Background: an optimization exercise with open tools, aiming at a short achievable clock period and few clock cycles. Do not read the settings as production practice.
Function was checked by simulation only, so behaviour that the tests miss may differ from the original.
No activity file was given, so power comes from the tool's default toggle rates.

## flow/design.v

```verilog
`default_nettype none
package mips_pkg;
	localparam int word_w      = 32;
	localparam int reg_addr_w  = 5;
	localparam int dmem_addr_w = 7;
	typedef logic [word_w-1:0]     word_t;
	typedef logic [reg_addr_w-1:0] reg_addr_t;
	localparam logic [5:0] op_special = 6'h00;
	localparam logic [5:0] op_j       = 6'h02;
	localparam logic [5:0] op_jal     = 6'h03;
	localparam logic [5:0] op_beq     = 6'h04;
	localparam logic [5:0] op_bne     = 6'h05;
	localparam logic [5:0] op_addi    = 6'h08;
	localparam logic [5:0] op_lw      = 6'h23;
	localparam logic [5:0] op_sw      = 6'h2b;
	localparam logic [5:0] fn_sll = 6'h00;
	localparam logic [5:0] fn_srl = 6'h02;
	localparam logic [5:0] fn_jr  = 6'h08;
	localparam logic [5:0] fn_add = 6'h20;
	localparam logic [5:0] fn_sub = 6'h22;
	localparam logic [5:0] fn_and = 6'h24;
	localparam logic [5:0] fn_or  = 6'h25;
	localparam logic [5:0] fn_slt = 6'h2a;
	typedef enum logic [2:0] {
		alu_add = 3'd0,
		alu_sub = 3'd1,
		alu_and = 3'd2,
		alu_or  = 3'd3,
		alu_slt = 3'd4,
		alu_sll = 3'd5,
		alu_srl = 3'd6
	} alu_op_t;
	typedef enum logic [1:0] {
		pc_seq    = 2'd0,  
		pc_branch = 2'd1,  
		pc_jump   = 2'd2,  
		pc_reg    = 2'd3   
	} pc_src_t;
	localparam word_t reset_pc = 32'h0000_0000;
	localparam reg_addr_t reg_ra = 5'd31;
endpackage
`default_nettype wire
`default_nettype none
import mips_pkg::*;
module instr_decoder (
	input  mips_pkg::word_t     ir,
	output mips_pkg::reg_addr_t rs,
	output mips_pkg::reg_addr_t rt,
	output mips_pkg::reg_addr_t rd,
	output logic [4:0]          shamt,
	output mips_pkg::word_t     imm_ext,
	output logic [25:0]         jump_target,
	output logic                reg_write,
	output logic                use_imm,
	output logic                mem_read,
	output logic                mem_write,
	output logic                branch_eq,
	output logic                branch_ne,
	output logic                link,
	output mips_pkg::alu_op_t   alu_op,
	output mips_pkg::pc_src_t   pc_src
);
	logic [5:0] opcode;
	logic [5:0] funct;
	assign opcode      = ir[31:26];
	assign funct       = ir[5:0];
	assign rs          = ir[25:21];
	assign rt          = ir[20:16];
	assign shamt       = ir[10:6];
	assign imm_ext     = {{16{ir[15]}}, ir[15:0]};
	assign jump_target = ir[25:0];
	always_comb begin
		reg_write = 1'b0;
		use_imm   = 1'b0;
		mem_read  = 1'b0;
		mem_write = 1'b0;
		branch_eq = 1'b0;
		branch_ne = 1'b0;
		link      = 1'b0;
		alu_op    = alu_add;
		pc_src    = pc_seq;
		rd        = ir[15:11];
		case (opcode)
			op_special: begin
				if (ir != '0) begin  
					reg_write = 1'b1;
					case (funct)
						fn_sll: alu_op = alu_sll;
						fn_srl: alu_op = alu_srl;
						fn_add: alu_op = alu_add;
						fn_sub: alu_op = alu_sub;
						fn_and: alu_op = alu_and;
						fn_or:  alu_op = alu_or;
						fn_slt: alu_op = alu_slt;
						fn_jr: begin
							reg_write = 1'b0;
							pc_src    = pc_reg;
						end
						default: reg_write = 1'b0;  
					endcase
				end
			end
			op_addi: begin
				reg_write = 1'b1;
				use_imm   = 1'b1;
				rd        = ir[20:16];
			end
			op_lw: begin
				reg_write = 1'b1;
				use_imm   = 1'b1;
				mem_read  = 1'b1;
				rd        = ir[20:16];
			end
			op_sw: begin
				use_imm   = 1'b1;
				mem_write = 1'b1;
			end
			op_beq: begin
				branch_eq = 1'b1;
				pc_src    = pc_branch;
			end
			op_bne: begin
				branch_ne = 1'b1;
				pc_src    = pc_branch;
			end
			op_j: pc_src = pc_jump;
			op_jal: begin
				pc_src    = pc_jump;
				link      = 1'b1;
				reg_write = 1'b1;
				rd        = reg_ra;
			end
			default: ;  
		endcase
	end
endmodule
`default_nettype wire
`default_nettype none
import mips_pkg::*;
module register_file (
	input  logic                clk,
	input  logic                rst_n,
	input  mips_pkg::reg_addr_t rs_addr,
	input  mips_pkg::reg_addr_t rt_addr,
	input  mips_pkg::reg_addr_t wr_addr,
	input  logic                wr_en,
	input  mips_pkg::word_t     wr_data,
	output mips_pkg::word_t     rs_data,
	output mips_pkg::word_t     rt_data
);
	mips_pkg::word_t regs [0:31];  
	always_ff @(posedge clk or negedge rst_n) begin
		if (!rst_n) begin
			for (int i = 1; i < 32; i++) begin
				regs[i] <= '0;
			end
		end else if (wr_en && wr_addr != '0) begin
			regs[wr_addr] <= wr_data;
		end
	end
	always_comb begin
		rs_data = '0;
		rt_data = '0;
		if (rs_addr != '0) begin
			rs_data = regs[rs_addr];
		end
		if (rt_addr != '0) begin
			rt_data = regs[rt_addr];
		end
	end
endmodule
`default_nettype wire
`default_nettype none
import mips_pkg::*;
module alu (
	input  mips_pkg::word_t   op_a,
	input  mips_pkg::word_t   op_b,
	input  logic [4:0]        shamt,
	input  mips_pkg::alu_op_t alu_op,
	output mips_pkg::word_t   result,
	output logic              zero
);
	mips_pkg::word_t sum;
	mips_pkg::word_t diff;
	logic  lt;
	assign sum  = op_a + op_b;
	assign diff = op_a - op_b;
	assign lt   = $signed(op_a) < $signed(op_b);
	assign zero = (op_a == op_b);
	always_comb begin
		case (alu_op)
			alu_add: result = sum;
			alu_sub: result = diff;
			alu_and: result = op_a & op_b;
			alu_or:  result = op_a | op_b;
			alu_slt: result = {{(word_w-1){1'b0}}, lt};
			alu_sll: result = op_b << shamt;
			alu_srl: result = op_b >> shamt;  
			default: result = '0;
		endcase
	end
endmodule
`default_nettype wire
`default_nettype none
import mips_pkg::*;
module pc_unit (
	input  logic              clk,
	input  logic              rst_n,
	input  mips_pkg::pc_src_t pc_src,
	input  logic              branch_eq,
	input  logic              branch_ne,
	input  logic              eq,
	input  mips_pkg::word_t   imm_ext,
	input  logic [25:0]       jump_target,
	input  mips_pkg::word_t   rs_data,
	output mips_pkg::word_t   pc,
	output mips_pkg::word_t   pc_plus4
);
	mips_pkg::word_t pc_next;
	mips_pkg::word_t branch_target;
	mips_pkg::word_t jump_addr;
	logic  taken;
	assign pc_plus4      = pc + 32'd4;
	assign branch_target = pc_plus4 + {imm_ext[word_w-3:0], 2'b00};
	assign jump_addr     = {pc[31:28], jump_target, 2'b00};
	assign taken = (branch_eq && eq) || (branch_ne && !eq);
	always_comb begin
		case (pc_src)
			pc_seq:    pc_next = pc_plus4;
			pc_branch: pc_next = taken ? branch_target : pc_plus4;
			pc_jump:   pc_next = jump_addr;
			pc_reg:    pc_next = rs_data;  
			default:   pc_next = pc_plus4;
		endcase
	end
	always_ff @(posedge clk or negedge rst_n) begin
		if (!rst_n) begin
			pc <= reset_pc;
		end else begin
			pc <= pc_next;
		end
	end
endmodule
`default_nettype wire
`default_nettype none
import mips_pkg::*;
module single_cycle_mips (
	input  logic                                clk,
	input  logic                                rst_n,
	output mips_pkg::word_t                     ir_addr,
	input  mips_pkg::word_t                     ir,
	input  mips_pkg::word_t                     read_data_mem,
	output logic                                cen,
	output logic                                wen,
	output logic                                oen,
	output logic [mips_pkg::dmem_addr_w-1:0]    a,
	output mips_pkg::word_t                     data_to_mem
);
	mips_pkg::reg_addr_t  rs_addr;
	mips_pkg::reg_addr_t  rt_addr;
	mips_pkg::reg_addr_t  wr_addr;
	logic [4:0] shamt;
	mips_pkg::word_t      imm_ext;
	logic [25:0] jump_target;
	logic       reg_write;
	logic       use_imm;
	logic       mem_read;
	logic       mem_write;
	logic       branch_eq;
	logic       branch_ne;
	logic       link;
	mips_pkg::alu_op_t    alu_op;
	mips_pkg::pc_src_t    pc_src;
	mips_pkg::word_t rs_data;
	mips_pkg::word_t rt_data;
	mips_pkg::word_t alu_b;
	mips_pkg::word_t alu_result;
	logic  alu_zero;
	mips_pkg::word_t pc_plus4;
	mips_pkg::word_t wr_data;
	instr_decoder u_decoder (
		.ir          (ir),
		.rs          (rs_addr),
		.rt          (rt_addr),
		.rd          (wr_addr),
		.shamt       (shamt),
		.imm_ext     (imm_ext),
		.jump_target (jump_target),
		.reg_write   (reg_write),
		.use_imm     (use_imm),
		.mem_read    (mem_read),
		.mem_write   (mem_write),
		.branch_eq   (branch_eq),
		.branch_ne   (branch_ne),
		.link        (link),
		.alu_op      (alu_op),
		.pc_src      (pc_src)
	);
	register_file u_regs (
		.clk     (clk),
		.rst_n   (rst_n),
		.rs_addr (rs_addr),
		.rt_addr (rt_addr),
		.wr_addr (wr_addr),
		.wr_en   (reg_write),
		.wr_data (wr_data),
		.rs_data (rs_data),
		.rt_data (rt_data)
	);
	assign alu_b = use_imm ? imm_ext : rt_data;
	alu u_alu (
		.op_a   (rs_data),
		.op_b   (alu_b),
		.shamt  (shamt),
		.alu_op (alu_op),
		.result (alu_result),
		.zero   (alu_zero)
	);
	pc_unit u_pc (
		.clk         (clk),
		.rst_n       (rst_n),
		.pc_src      (pc_src),
		.branch_eq   (branch_eq),
		.branch_ne   (branch_ne),
		.eq          (alu_zero),
		.imm_ext     (imm_ext),
		.jump_target (jump_target),
		.rs_data     (rs_data),
		.pc          (ir_addr),
		.pc_plus4    (pc_plus4)
	);
	always_comb begin
		if (mem_read)  wr_data = read_data_mem;
		else if (link) wr_data = pc_plus4;  
		else           wr_data = alu_result;
	end
	assign a           = alu_result[dmem_addr_w+1:2];
	assign data_to_mem = rt_data;
	assign cen = !rst_n || !(mem_read || mem_write);
	assign wen = !rst_n || !mem_write;
	assign oen = !rst_n || !mem_read;
endmodule
`default_nettype wire
```

## flow/run.sh

```bash
#!/bin/bash
# synth_recipe.tcl (not shown) runs the flow's synth.tcl, then flattens the netlist and writes it again
# the make line also repeats each setting of config.mk as NAME=value (left out here)
make -C /OpenROAD-flow-scripts/flow DESIGN_CONFIG=/design/flow/config.mk WORK_HOME=/design/flow/orfs CLKGATE_MAP_FILE= SYNTH_SCRIPT=/design/flow/synth_recipe.tcl finish
```

## flow/config.mk

```make
export PLATFORM = sky130hd
export DESIGN_NAME = single_cycle_mips
export DESIGN_NICKNAME = single_cycle_mips
export VERILOG_FILES = /design/flow/design.v
export SDC_FILE = /design/flow/constraint.sdc
export NUM_CORES = 8
export LEC_CHECK = 0
export CAP_MARGIN = 20
export CORE_MARGIN = 2
export CORE_UTILIZATION = 40
export SETUP_SLACK_MARGIN = 3.5
export SLEW_MARGIN = 20
```

## flow/constraint.sdc

```tcl
create_clock -name core_clock -period 8.0 [get_ports {clk}]
set_input_delay 1.6000 -clock core_clock [delete_from_list [all_inputs] [get_ports {clk}]]
set_output_delay 1.6000 -clock core_clock [all_outputs]
set_load 0.01 [all_outputs]
```

==> flow_summary.toml <==
[drt]
routed-wl-met2_um = 168600
vias_per_cell = 7.073
ant_nets = 0
drt-pass1-iter-count = 10
wl_per_cell_um = 41.86
wl_um = 428000
first_iter_violations = 12695
drc = 0
routed.top_layer = "met5"
wl_met1_um = 153700
vias = 72328
met3_length_um = 59950

[pwr]
p_switching_mw = 4.485
switching_share = 0.3152
p_int_mw = 9.744
design_power_total_mw = 14.23
p_seq_frac = 0.388
leakage_nw = 38.67
pwr-share-comb = 0.208
ir_worst_vdd_mv = 0.2222
p_per_area_nw_per_um2 = 171.2
power.share.clock = 0.404

[timing]
fin_setup_tns_ns = 0
worst_pin_slew_ns = 1.167
slew_headroom = 0.2214
fmax_mhz = 128.3
clock_skew_ns = 0.06033
timing.final.crit_share = 0.9741
rsz0062_at_grt = "yes"
setup_violations = 0
min_period_ns = 7.793
hold_ws_ns = 0.5012
report.final.slew_viol_count = 0
hold_viol_final = 0

[floorplanning]
fp.dieH_um = 401.0
initial_utilization = 0.4030
die_w_um = 401.0
rows = 145
dieArea_um2 = 160800
io-pin-count = 140
core-area_um2 = 156400

[final_layout]
syn_to_final_growth_pct = 31.84
largest_register_ffs = 992
nNetsFinal = 8263
utilization = 0.5313
multi_input_area_um2 = 36770
fillers = 14395
final_cell_count_no_fill = 10226
drive_gt1_frac = 0.2796
register_area_um2 = 25620

[worst_setup_path]
timing.critical_path.mode_cell = "buf_12"
r2r_setup_slack_ns = 1.74
cpPeakStageDelay_ns = 0.47
path_max_fanout = 7
path_class = "in -> out"
cp.arrival_ns = 6.19
cp_cell_sequence = "buf_12 -> buf_12 -> or3b_1 -> nor2_4 -> buf_4 -> a2111oi_0 -> and4_2 -> a31oi_4 -> inv_2 -> ha_4 -> o21ba_4 -> a2111oi_4 -> o21ai_4 -> a221o_1 -> a221oi_2 -> o31ai_1 -> a211oi_1 -> nand3_1 -> or2_4 -> buf_6"
cpMaxStageDelayCell = "or3b_1"
r2r-end = "u_regs.regs[2][18]$_DFFE_PN0P_"
startpoint_type = "primary input"
crit_required_ns = 6.40
reg2reg_depth = 27
worst-path-buf-inv = 5
cp_top_family = "compound AO/OA/AOI/OAI gates"
worstSetupEndpointType = "output pin"
regToRegStartpoint = "u_regs.regs[28][0]$_DFFE_PN0P_"

[clocking]
clk_latency_ns = 0.80
clockBufferDepth = 3
cts_tree = "yes"
clk_pin_slew_worst_paths_ns = 0.06
htree_levels = 3
cts_buffers = 112
cts_hold_buffers = 0
cts_root_buf = "clkbuf_16"
cts_sinks = 1024

[logic_synthesis]
synth_fa_ha_area_frac = 0.02676
avgSynthCellArea_um2 = 8.791
synth_xor_area_frac = 0.009588
synth_flop_cell = "dfrtp_1"
syn_nets = 7369
netlist_area_um2 = 63030
synth_enable_flop_cells = 0
synth_compound_area_frac = 0.2442
netlist.area_leader.share = 0.4066
synth_commonest_cells = "1024 x dfrtp_1, 913 x nand2_1, 810 x o21ai_0, 584 x clkbuf_1, 544 x and3_1"
synth_cell_types = 99
yosysMostFrequentCell = "dfrtp_1"
synth_area_leaders = "dfrtp_1 41%, o21ai_0 6.4%, nand2_1 5.4%"
synth_largest_area_cell = "dfrtp_1"
synth-seq-cells = 1024
async_flop_share = 1.000
synth.area.mux_share = 0.06088
synth_seq_area_share = 0.4066
synth_cells = 7170
synth_top_family_by_area = "compound AO/OA/AOI/OAI gates"
yosys.area_share.simple = 0.2012
yosysWarnings = 6

[grt]
grt_max_degree = 143
antenna_found_initial = 27
grt_pass1_vias = 68256
grt_pass1_wl_um = 579300
grt_overflow_total = 0
grt_usage = 0.5172

[min_path]
holdPathStages = 2
hold_class = "reg -> reg"
whs_endpoint = "u_regs.regs[2][8]$_DFFE_PN0P_"
hold_path.startpoint = "u_regs.regs[2][8]$_DFFE_PN0P_"

[placement]
place_inst = 9903
io_buffers = 139
hpwlAfterDp_um = 314300
place_congestion = 1.096

[run_status]
status = "timing/DRC/antenna clean"

[run]
maxCapViolCount = 0
[worst register-to-register path, cell delays in order, from the launching register on]
cell,delay (ns)
dfrtp_1,0.51
and3_1,0.25
a32o_1,0.22
a221oi_2,0.20
and4_4,0.34
a31oi_4,0.16
ha_4,0.22
fa_2,0.35
o21ba_4,0.24
a2111oi_4,0.44
o21ai_4,0.12
buf_6,0.13
buf_4,0.12
buf_6,0.12
o221ai_2,0.12
buf_4,0.14
buf_4,0.10
a21oi_1,0.10
o31ai_1,0.25
buf_4,0.16
nor3_1,0.04
a31oi_1,0.18
buf_4,0.17
o221ai_1,0.13
or3_1,0.58
o221ai_2,0.25
buf_12,0.24
o21ai_0,0.20
[what timing repair did]
item | in CTS | in global routing
gates cloned | 5 | 4
setup buffers | 72 | 24
setup endpoints to repair | 1064 | 1064
hold endpoints to repair | 0 | 0
gates resized for setup | 294 | 153
pin swaps | 84 | 60
[worst max path at each step]
stage               slack (ns)  depth (start not counted)                         endpoint  startpoint
floorplan                 0.88                         20                             a[6]      ir[16]
global placement         -0.71                         25  u_regs.regs[21][29]$_DFFE_PN0P_      ir[16]
detailed placement       -0.71                         21                             a[6]      ir[22]
CTS                       0.28                         23                             a[6]      ir[19]
global route              0.10                         25                             a[6]      ir[19]
finish                    0.21                         20                             a[6]      ir[18]
[final cells by class]
type                       instances  share of cell area
sequential                      1024              0.3084
timing repair buffer            1462              0.1632
inverter                         133            0.006143
clock buffer                     146             0.03781
tap                             2058             0.03099
clock inverter                    58             0.01060
antenna                           14           0.0004216
multi-input combinational       5331              0.4425
[power groups by stage]
| stage | sequential (mW) | clock (mW) | combinational (mW) |
|---|---|---|---|
| floorplan | 5.55 | 0 | 1.25 |
| global route | 5.52 | 5.93 | 3.06 |
| finish | 5.52 | 5.75 | 2.96 |
| detailed placement | 5.60 | 0 | 2.70 |
| global placement | 5.60 | 0 | 2.69 |
| CTS | 5.50 | 5.72 | 2.80 |
[cell families (layout without fill, tap and decap cells)]
logic type / count (synthesis) / in the layout
xor+xnor: 69 / 69
buf+inv: 816 / 1799
mux: 338 / 338
flops: 1024 / 1024
simple gates: 2526 / 2527
compound gates: 2264 / 2264
other cells: 0 / 14
fa+ha+maj: 133 / 133
[routing by layer]
metal  global-route usage  vias to the layer above
met1               0.6306                    35297
li1                     -                    28730
met5             0.003866                        -
met4               0.4278                       14
met2               0.7165                     6282
met3               0.2020                     2005
[stage by stage]
step | setup WS [ns] | cell area, um2
finish | 0.2069 | 83090
global route | 0.1040 | 83070
CTS | 0.2788 | 82150
detailed placement | -0.7063 | 76410
global placement | -0.7142 | 76410
floorplan | 0.8752 | 64480
[placed cells by master (no fill, tap or decap), drive strengths merged, types with 32 or more instances in the layout]
cell              n
inv             133
ha              130
a22oi           330
nand2           913
clkdlybuf4s50   118
o22ai            55
a222oi           61
a221oi          140
clkinv           33
and3            544
and4             49
dfrtp          1024
nor3             66
a22o             87
nor2            314
nand4            97
xnor2            43
nand3           278
o31ai            51
mux2i            68
buf            1335
clkbuf          149
o21ai           825
a2111oi         141
mux2            260
a21o             32
a31oi            37
nor4             48
a21oi           198
Testbench counts, summed over its fixed seeds: cycles 79,493.

[separate check: timing with driven ports]
Ports are ideal in the flow. The routed layout listed here was re-timed in OpenROAD. Step 1, drivers: a clkbuf_16 drives clk and a buf_2 each remaining input, both assumed. Step 2 times the ports against the registers' clock, not the clock port: input delays grow and output delays shrink by t, the midpoint of the rising clock arrivals with the driver on. Slacks: ideal / step 1 / step 2; pairs: ideal / step 1.
shift t [ns]: 0.856
setup slack, ns: 0.207 / 0.146 / -0.198
hold slack, ns: 0.501 / 0.501 / 0.501
worst data-port slew with drivers (ns): 0.17
With both steps, setup timing fails in this run, where it was met with ideal ports. The setup slack of this run moves by -0.061 ns with the drivers and by -0.405 ns with both steps.
